This is an optimization exercise on Yosys and OpenROAD, whose aim is small area, not a production implementation.
The RTL was checked by simulation tests, not by an equivalence proof against the original design.

==> flow/design.v, too long to show whole: its modules and the start of the top module <==
// module dct_1d_row: 6298 lines
// module dct_fa: 4 lines
// module dct_x2: 3 lines
// module dct_ha: 4 lines
module dct_1d_row (
    input  logic         clk,
    input  logic         rst_n,
    input  logic [127:0] x_n_in,
    output logic [175:0] x_k_out
);
  // ...
==> flow/flow/run.sh <==
#!/bin/bash
# Standard layout with each port buffered by the smallest buffer cell, and clock tree
# synthesis with larger sink clusters and no dummy loads. Full tool output goes to
# standard.log in the work folder.
set -e
export BUFFER_PORTS_ARGS="-buffer_cell sky130_fd_sc_hd__buf_1"
export CTS_ARGS="-sink_clustering_enable -repair_clock_nets -dont_use_dummy_load -buf_list sky130_fd_sc_hd__clkbuf_16 -sink_clustering_size 25 -sink_clustering_max_diameter 100"
bash standard.sh > standard.log 2>&1
==> flow/standard.sh <==
#!/bin/bash
# synth_recipe.tcl (not shown) runs the flow's synth.tcl, then flattens the netlist and writes it again
# the make line also repeats each setting of config.mk as NAME=value (left out here)
make -C /OpenROAD-flow-scripts/flow DESIGN_CONFIG=/design/flow/config.mk WORK_HOME=/design/flow/orfs CLKGATE_MAP_FILE= SYNTH_SCRIPT=/design/flow/synth_recipe.tcl "${@:-finish}"
==> flow/config.mk <==
export PLATFORM = sky130hd
export DESIGN_NAME = dct_1d_row
export DESIGN_NICKNAME = dct_1d_row
export VERILOG_FILES = /design/flow/design.v
export SDC_FILE = /design/flow/constraint.sdc
export NUM_CORES = 4
export LEC_CHECK = 0
export CAP_MARGIN = 20
export CORE_MARGIN = 2
export CORE_UTILIZATION = 55
export GPL_TIMING_DRIVEN = 0
export SETUP_SLACK_MARGIN = 0.1
export SLEW_MARGIN = 20
export SYNTH_HIERARCHICAL = 1
==> flow/constraint.sdc <==
create_clock -name core_clock -period 12.0 [get_ports {clk}]
set_input_delay 2.4000 -clock core_clock [delete_from_list [all_inputs] [get_ports {clk}]]
set_output_delay 2.4000 -clock core_clock [all_outputs]
set_load 0.01 [all_outputs]
==> impl_metrics.env, run 1 <==
export IMPL_status="timing/DRC/antenna clean"
export IMPL_worst_slack_ns=0.259
export IMPL_synth_seq_cells=427
export IMPL_max_freq_ghz=0.0852
export IMPL_clock_latency_ns=0.65
export IMPL_cts_sinks=427
export IMPL_post_place_cells=4151
export IMPL_slowest_stage="ha_1"
export IMPL_hold_depth=0
export IMPL_coreArea_mm2=0.0789
export IMPL_ys_types=34
export IMPL_diodes=6
export IMPL_min_from="v1_q"
export IMPL_setup_viol_count_final=0
export IMPL_regToRegSetupSlack_ns=0.26
export IMPL_synth_xor_area_share_pct=0.621
export IMPL_fin_area_mm2=0.0469
export IMPL_rr_worst_depth=26
export IMPL_postPlaceCellArea_mm2=0.0463
export IMPL_yosys_warnings=7
export IMPL_clockRootBuffer="clkbuf_16"
export IMPL_die_area_mm2=0.0817
export IMPL_path_class="flip-flop to flip-flop"
export IMPL_buffers=342
export IMPL_slowest_delay_ns=0.82
export IMPL_multi_input_area_mm2=0.0323
export IMPL_vias_per_cell=5.50
export IMPL_n_all_inverters=496
export IMPL_r2r_end="x_k_out[164]"
export IMPL_vias=23000
export IMPL_grtUsageMet2_pct=52.8
export IMPL_cts_buffers=24
export IMPL_buf_share_pct=3.06
export IMPL_critical_path_buf_inv_count=4
export IMPL_synth_main_ff_cell="dfxtp_1"
export IMPL_syn_nets=4465
export IMPL_dp_slack_ns=0.430
export IMPL_row_count=103
export IMPL_worst_pin_slew_ns=1.15
export IMPL_post_cts_resize_count=0
==> run 2, diff against run 1 <==
--- a/flow/config.mk
+++ b/flow/config.mk
@@ -7,7 +7,7 @@
 export LEC_CHECK = 0
 export CAP_MARGIN = 20
 export CORE_MARGIN = 2
-export CORE_UTILIZATION = 55
+export CORE_UTILIZATION = 65
 export GPL_TIMING_DRIVEN = 0
 export SETUP_SLACK_MARGIN = 0.1
 export SLEW_MARGIN = 20
==> run 2 against run 1 <==
Compared with the run above:
- count of clock-buffer cells in the layout did not move
- core utilization increased by 10 points
- non-clock buffer count is the same
- cell area fell by 0.50%
- maximum frequency grew 0.82%
- sequential share of layout area rose by 0.097 points
- critical path depth decreased by 2
- via count is 3.4% higher
- register-to-register slack improved by 0.095 ns
- highest routed layer unchanged
==> impl_metrics.env, run 2 <==
export IMPL_status="timing/DRC/antenna clean"
export IMPL_track_usage_pct=44.1
export IMPL_synth_edf_count=0
export IMPL_row_count=95
export IMPL_fin_crit_ns=11.65
export IMPL_cp_arrival_ns=12.14
export IMPL_top_register="x_k_out"
export IMPL_die_w_um=263
export IMPL_layout_common_cells="fa_1, inv_1, buf_1"
export IMPL_synth_seq_cells=427
export IMPL_cts_tree="done"
export IMPL_vias_per_cell=5.94
export IMPL_coreArea_mm2=0.0668
export IMPL_start_kind="flip-flop"
export IMPL_synth_main_ff_cell="dfxtp_1"
export IMPL_die_height_um=263
export IMPL_first_pass_iters=5
export IMPL_cts_buffer_depth=3
export IMPL_drive_above_1_share_pct=1.95
export IMPL_yosys_area_top_type="fa_1"
export IMPL_crit_start="dh_q[57]"
export IMPL_nFillCells=4549
export IMPL_grt_max_degree=38
export IMPL_cp_max_fo=6
export IMPL_cp_common_cell="fa_1"
export IMPL_numPortBuffers=304
export IMPL_synth_top_cell_area_share_pct=68.1
export IMPL_r2r_start="dh_q[57]"
export IMPL_clock_latency_ns=0.66
export IMPL_slowest_delay_ns=0.99
export IMPL_synthMostInstantiatedCell="fa_1"
export IMPL_relSlewSlack_pct=21.3
export IMPL_finalHoldViolations=0
export IMPL_vias=23800
export IMPL_crit_path_cell_trace="inv_1 > fa_1 > fa_1 > fa_1 > inv_1 > fa_1 > fa_1 > fa_1 > inv_1 > fa_1 > fa_1 > fa_1 > fa_1 > fa_1 > fa_1 > fa_1 > fa_1 > fa_1 > fa_1 > fa_1 > fa_1 > xor2_1 > xor2_1 > and2_1"
export IMPL_cts_sinks=427
export IMPL_period_share_pct=97.0
export IMPL_synthesis_area_mm2=0.0437
export IMPL_hold_depth=0
export IMPL_clockRootBuffer="clkbuf_16"
export IMPL_ant_nets=0
export IMPL_cp_required_ns=12.49
export IMPL_rr_worst_depth=24
export IMPL_maxCapViolations=0
export IMPL_start_util_pct=65.4
export IMPL_drv_slew=0
export IMPL_max_freq_ghz=0.0859
export IMPL_crit_family="adder cells"
export IMPL_place_congestion=1.03
export IMPL_cts_setup_buffers=0
export IMPL_reg_top3="x_k_out: 160 flops, x_q: 128 flops, s_q: 72 flops"
export IMPL_rsz0062_at_grt="no"
export IMPL_slowest_stage="dfxtp_1"
export IMPL_ys_seq_area_share_pct=21.4
export IMPL_largest_register_ffs=160
export IMPL_cts_buffers=24
export IMPL_hold_class="flip-flop to flip-flop"
export IMPL_wl_um=139000
export IMPL_layout_commonest_cell="fa_1"
export IMPL_yosys_top_cells_count="fa_1, inv_1, dfxtp_1"
export IMPL_drc=0
export IMPL_clk_pin_slew_ns=0.09
export IMPL_synth_area_leaders="fa_1, dfxtp_1, dfrtp_1, inv_1, ha_1"
export IMPL_endpoint_kind="flip-flop"
export IMPL_finalNetCount=4800
export IMPL_path_class="flip-flop to flip-flop"
export IMPL_syn2layout_area_growth_pct=6.75
export IMPL_drtIter0Drc=2151
export IMPL_worst_pin_slew_ns=1.18
export IMPL_cts_max_level=1
export IMPL_skew_ns=0.117
export IMPL_syn_nets=4465
export IMPL_dp_hpwl_um=124000
export IMPL_ios=306
export IMPL_critical_path_buf_inv_count=3
export IMPL_grt_pass1_vias=28600
export IMPL_min_from="v1_q"
export IMPL_synth_cells=2792
export IMPL_die_area_mm2=0.0693
export IMPL_grt_antenna_before_repair=4
export IMPL_grt_first_pass_wirelength_um=207000
export IMPL_async_flop_share_pct=38.2
export IMPL_syn_avg_cell_area_um2=15.6
export IMPL_setup_viol_count_final=0
export IMPL_tns_ns=0
export IMPL_grt_ovfl_total=0
export IMPL_worst_slack_ns=0.355
export IMPL_routedWlPerCell_um=34.8
export IMPL_cp_depth=24
export IMPL_yosys_warnings=7
export IMPL_ys_types=34
export IMPL_dp_slack_ns=0.289
[run 2: cell counts after synthesis]
Identical to the previous run, type by type.
[run 2: worst reg2reg max path: stages, from the launching register on]
cell and delay, ns:
dfxtp_1 0.99, inv_1 0.33, fa_1 0.49, fa_1 0.51, fa_1 0.52, inv_1 0.33
fa_1 0.63, fa_1 0.45, fa_1 0.49, inv_1 0.10, fa_1 0.81, fa_1 0.53
fa_1 0.54, fa_1 0.44, fa_1 0.45, fa_1 0.67, fa_1 0.53, fa_1 0.56
fa_1 0.47, fa_1 0.40, fa_1 0.39, fa_1 0.39, xor2_1 0.18, xor2_1 0.14
and2_1 0.16
[run 2: cells by family (layout without fill, tap and decap cells)]
| logic type | after synthesis | after routing | synth area share, % |
|---|---|---|---|
| AND/OR/NAND/NOR | 213 | 213 | 2.61 |
| AO/OA/AOI/OAI | 25 | 25 | 0.369 |
| flip-flops | 427 | 427 | 21.4 |
| other | 2 | 5 | 0.0172 |
| adder cells (fa/ha/maj) | 1565 | 1565 | 70.3 |
| buffers and inverters | 529 | 862 | 4.68 |
| XOR/XNOR | 31 | 31 | 0.621 |
[run 2: routing by layer]
| layer | routed length, µm | up-vias | part of all wire (%) | GRT usage [%] |
|---|---|---|---|---|
| met4 | 7020 | 6 | 5.0 | 17.4 |
| li1 | - | 8669 | - | - |
| met5 | 36 | - | 0.026 | 0 |
| met3 | 17800 | 325 | 13 | 16.3 |
| met1 | 53400 | 13200 | 38 | 63.9 |
| met2 | 61200 | 1544 | 44 | 62.1 |
[run 2: layout make-up]
class | count | area [µm²] | area share (%)
antenna | 3 | 7.51 | 0.0161
buffer | 33 | 188 | 0.402
clock buffer | 24 | 601 | 1.29
inverter | 496 | 1860 | 3.99
multi-input combinational | 1836 | 32300 | 69.2
sequential | 427 | 9370 | 20.1
tap | 873 | 1090 | 2.34
timing repair buffer | 309 | 1240 | 2.66
[run 2: worst paths after layout]
path | end | slack, ns
min in group asynchronous | x_k_out[100] | 1.53
worst min register to register | v2_q | 0.41
worst min-delay path | v2_q | 0.41
max in group asynchronous | v2n_q | 9.20
worst max register to register | x_k_out[32] | 0.35
worst max-delay path | x_k_out[32] | 0.35
[run 2: per-module statistics from Yosys, one instance, submodules excluded]
module / flip-flops and latches / area (µm²) / copies in the design
dct_1d_row: 427 / 13300 / 1
dct_fa: 0 / 20.0 / 1487
dct_ha: 0 / 12.5 / 28
dct_x2: 0 / 8.76 / 30
[run 2: timing repair]
action / in CTS / in global routing
endpoints found under the setup margin: 0 / 3
hold endpoints to repair: 0 / 0
hold buffers: 0 / 0
resized for setup: 0 / 2
[run 2: metrics by stage]
stage	hold WS, ns	util (%)	cell area, µm²	cells
after global placement	0.361	68.7	45900	3969
after detailed placement	0.381	68.9	46000	3974
final	0.410	69.8	46600	4001
after global routing	0.405	69.8	46600	3998
after floorplan	0.354	-	43700	2792
after CTS	0.402	69.8	46600	3998
==> run 3, diff against run 2 <==
==> flow/flow/run.sh (replaced) <==
#!/bin/bash
# Standard layout with each port buffered by the smallest buffer cell, and clock tree
# synthesis with larger sink clusters and no dummy loads. Full tool output goes to
# standard.log in the work folder.
set -e
export BUFFER_PORTS_ARGS="-buffer_cell sky130_fd_sc_hd__buf_1"
export CTS_ARGS="-sink_clustering_enable -repair_clock_nets -dont_use_dummy_load -buf_list sky130_fd_sc_hd__clkbuf_16 -sink_clustering_size 30 -sink_clustering_max_diameter 80"
bash standard.sh > standard.log 2>&1
==> run 3 against run 2 <==
Compared with the run above:
- critical endpoint unchanged
- still clean
- sequential share of layout area about the same
- area after synthesis unchanged
- routed wire length up 0.20%
- setup slack better by 0.084 ns
- critical path depth unchanged
- critical path type unchanged
- clock skew down 0.018 ns
==> impl_metrics.env, run 3 <==
export IMPL_top_register="x_k_out"
export IMPL_synthesis_area_mm2=0.0437
export IMPL_wl_um=140000
export IMPL_synth_mux_area_share_pct=0
export IMPL_ys_seq_area_share_pct=21.4
export IMPL_clock_latency_ns=0.64
export IMPL_max_freq_ghz=0.0865
export IMPL_first_pass_iters=5
export IMPL_yosys_warnings=7
export IMPL_rsz0062_at_grt="no"
export IMPL_finalHoldViolations=0
export IMPL_vias_per_cell=5.95
export IMPL_synth_main_ff_cell="dfxtp_1"
export IMPL_routedWlPerCell_um=34.9
export IMPL_synth_xor_area_share_pct=0.621
export IMPL_grt_busiest_layer="met1"
export IMPL_period_share_pct=96.3
export IMPL_met1_usage_pct=63.8
export IMPL_maxCapViolations=0
export IMPL_drive_above_1_share_pct=2.02
export IMPL_grt_util_met3_pct=16.5
export IMPL_start_util_pct=65.4
export IMPL_cts_sinks=427
export IMPL_fin_crit_ns=11.56
export IMPL_ios=306
export IMPL_layout_commonest_cell="fa_1"
export IMPL_tns_ns=0
export IMPL_clk_pin_slew_ns=0.11
export IMPL_row_count=95
export IMPL_synth_simple_area_share_pct=2.61
export IMPL_cp_arrival_ns=12.06
export IMPL_yosys_top_cells_count="fa_1, inv_1, dfxtp_1"
export IMPL_start_kind="flip-flop"
export IMPL_syn_avg_cell_area_um2=15.6
export IMPL_clockRootBuffer="clkbuf_16"
export IMPL_grt_antenna_before_repair=3
export IMPL_numPortBuffers=304
export IMPL_drv_slew=0
export IMPL_yosys_area_top_type="fa_1"
export IMPL_synth_seq_cells=427
export IMPL_die_area_mm2=0.0693
export IMPL_largest_register_ffs=160
export IMPL_cp_max_fo=6
export IMPL_syn_nets=4465
export IMPL_grt_first_pass_wirelength_um=207000
export IMPL_dp_hpwl_um=124000
export IMPL_cts_buffer_depth=3
export IMPL_status="timing/DRC/antenna clean"
export IMPL_grt_pass1_vias=28700
export IMPL_postPlaceCellArea_mm2=0.0460
export IMPL_cts_buffers=24
export IMPL_syn2layout_area_growth_pct=6.78
export IMPL_grtUsageMet2_pct=61.7
export IMPL_synth_edf_count=0
export IMPL_layout_common_cells="fa_1, inv_1, buf_1"
export IMPL_synth_top_family_by_area="adder cells"
export IMPL_die_w_um=263
export IMPL_synth_area_leaders="fa_1, dfxtp_1, dfrtp_1, inv_1, ha_1"
export IMPL_setup_viol_count_final=0
export IMPL_synth_cells=2792
export IMPL_grt_max_degree=38
export IMPL_die_height_um=263
export IMPL_fin_area_mm2=0.0467
export IMPL_path_class="flip-flop to flip-flop"
export IMPL_ant_nets=0
export IMPL_endpoint_kind="flip-flop"
export IMPL_cp_required_ns=12.49
export IMPL_drc=0
export IMPL_hold_class="flip-flop to flip-flop"
export IMPL_finalNetCount=4801
export IMPL_worst_pin_slew_ns=1.21
export IMPL_cts_tree="done"
export IMPL_synth_top_cell_area_share_pct=68.1
export IMPL_place_congestion=1.03
export IMPL_grt_ovfl_total=0
export IMPL_synth_compound_area_share_pct=0.369
export IMPL_relSlewSlack_pct=19.6
export IMPL_vias=23800
export IMPL_cts_max_level=1
export IMPL_drtIter0Drc=2160
export IMPL_coreArea_mm2=0.0668
export IMPL_async_flop_share_pct=38.2
export IMPL_synthMostInstantiatedCell="fa_1"
export IMPL_track_usage_pct=44.2
export IMPL_skew_ns=0.0992
export IMPL_synth_fa_ha_area_share_pct=70.3
export IMPL_reg_top3="x_k_out: 160 flops, x_q: 128 flops, s_q: 72 flops"
export IMPL_ys_types=34
==> run 3: area by class of cell <==
type                            count  area, µm²
Multi-Input combinational cell   1836      32300
Tap cell                          873       1090
Inverter                          496       1860
Buffer                             33        188
Sequential cell                   427       9370
Clock buffer                       24        601
Fill cell                        4537      20200
Antenna cell                        3       7.51
Timing Repair Buffer              310       1250
==> run 3: worst paths after layout <==
kind	start	to	slack, ns	cells past startpoint
max	dh_q[57]	x_k_out[32]	0.44	24
max reg2reg	dh_q[57]	x_k_out[32]	0.44	24
min	v1_q	v2_q	0.45	0
min reg2reg	v1_q	v2_q	0.45	0
max in group asynchronous	rst_n	v2n_q	9.19	5
min in group asynchronous	rst_n	x_k_out[100]	1.57	1
==> run 3: kinds of logic after synthesis <==
| kind of cell | count (synthesis) |
|---|---|
| xor+xnor | 31 |
| other cells | 2 |
| simple gates | 213 |
| buf+inv | 529 |
| compound gates | 25 |
| flops | 427 |
| fa+ha+maj | 1565 |
==> run 3: metrics by stage <==
step / std cells / worst slack [ns] / util, % / hold WS (ns)
3_5_place_dp: 3974 / 0.289 / 68.9 / 0.381
2_1_floorplan: 2792 / 1.96 / - / 0.354
4_1_cts: 3998 / 0.210 / 69.8 / 0.445
6_report: 4002 / 0.438 / 69.8 / 0.447
5_1_grt: 3999 / 0.114 / 69.8 / 0.440
3_3_place_gp: 3969 / 0.394 / 68.7 / 0.361
==> run 3: worst max-delay path, cell delays in order, from the launching register on <==
cell and delay, ns:
dfxtp_1 0.97, inv_1 0.32, fa_1 0.49, fa_1 0.50
fa_1 0.52, inv_1 0.33, fa_1 0.63, fa_1 0.45
fa_1 0.49, inv_1 0.10, fa_1 0.79, fa_1 0.52
fa_1 0.54, fa_1 0.44, fa_1 0.45, fa_1 0.66
fa_1 0.53, fa_1 0.55, fa_1 0.47, fa_1 0.40
fa_1 0.39, fa_1 0.39, xor2_1 0.18, xor2_1 0.14
and2_1 0.16
==> run 3: per-module statistics from Yosys (local to each module, per instance) <==
module      times used  cell area, µm²  flip-flops and latches  cells
dct_1d_row           1           13300                     427   1247
dct_fa            1487            20.0                       0      1
dct_ha              28            12.5                       0      1
dct_x2              30            8.76                       0      1
==> run 3: repair_timing <==
action | CTS | global route
setup buffers | 0 | 0
gates resized for setup | 0 | 3
setup endpoints to repair | 0 | 4
hold buffers | 0 | 0
==> run 3: routing by layer <==
layer | vias up | wire, µm
li1 | 8684 | -
met1 | 13200 | 52900
met2 | 1591 | 60500
met3 | 343 | 18400
met4 | 4 | 7840
met5 | - | 27

==> re-timing with driven ports <==
Ports are ideal in the flow. The routed layouts listed here were re-timed in OpenROAD. Step 1 sets driving cells, clkbuf_16 on the clock port and buf_2 on the other inputs (assumed; they add their load-dependent delay and slew). Step 2 adds t to the input delays and takes it off the output delays; t is the mean of the earliest and latest rising clock arrival at the registers after step 1. Input paths then give back, and output paths get back, about the clock's delay inside the block. Three values: no drivers, after step 1, after step 2; two values: the first two.
run | shift t [ns] | setup slack, ns | worst setup path after step 2 | slew at the worst register clock pin (ns) | worst slew at a driven data input, ns
run 1 | 0.661 | 0.259 / 0.259 / 0.259 | register to register | 0.11 / 0.11 | 0.04
run 2 | 0.665 | 0.355 / 0.355 / 0.355 | register to register | 0.10 / 0.10 | 0.04
run 3 | 0.659 | 0.438 / 0.438 / 0.438 | register to register | 0.11 / 0.11 | 0.06
After both steps setup and hold are still met in every run listed.
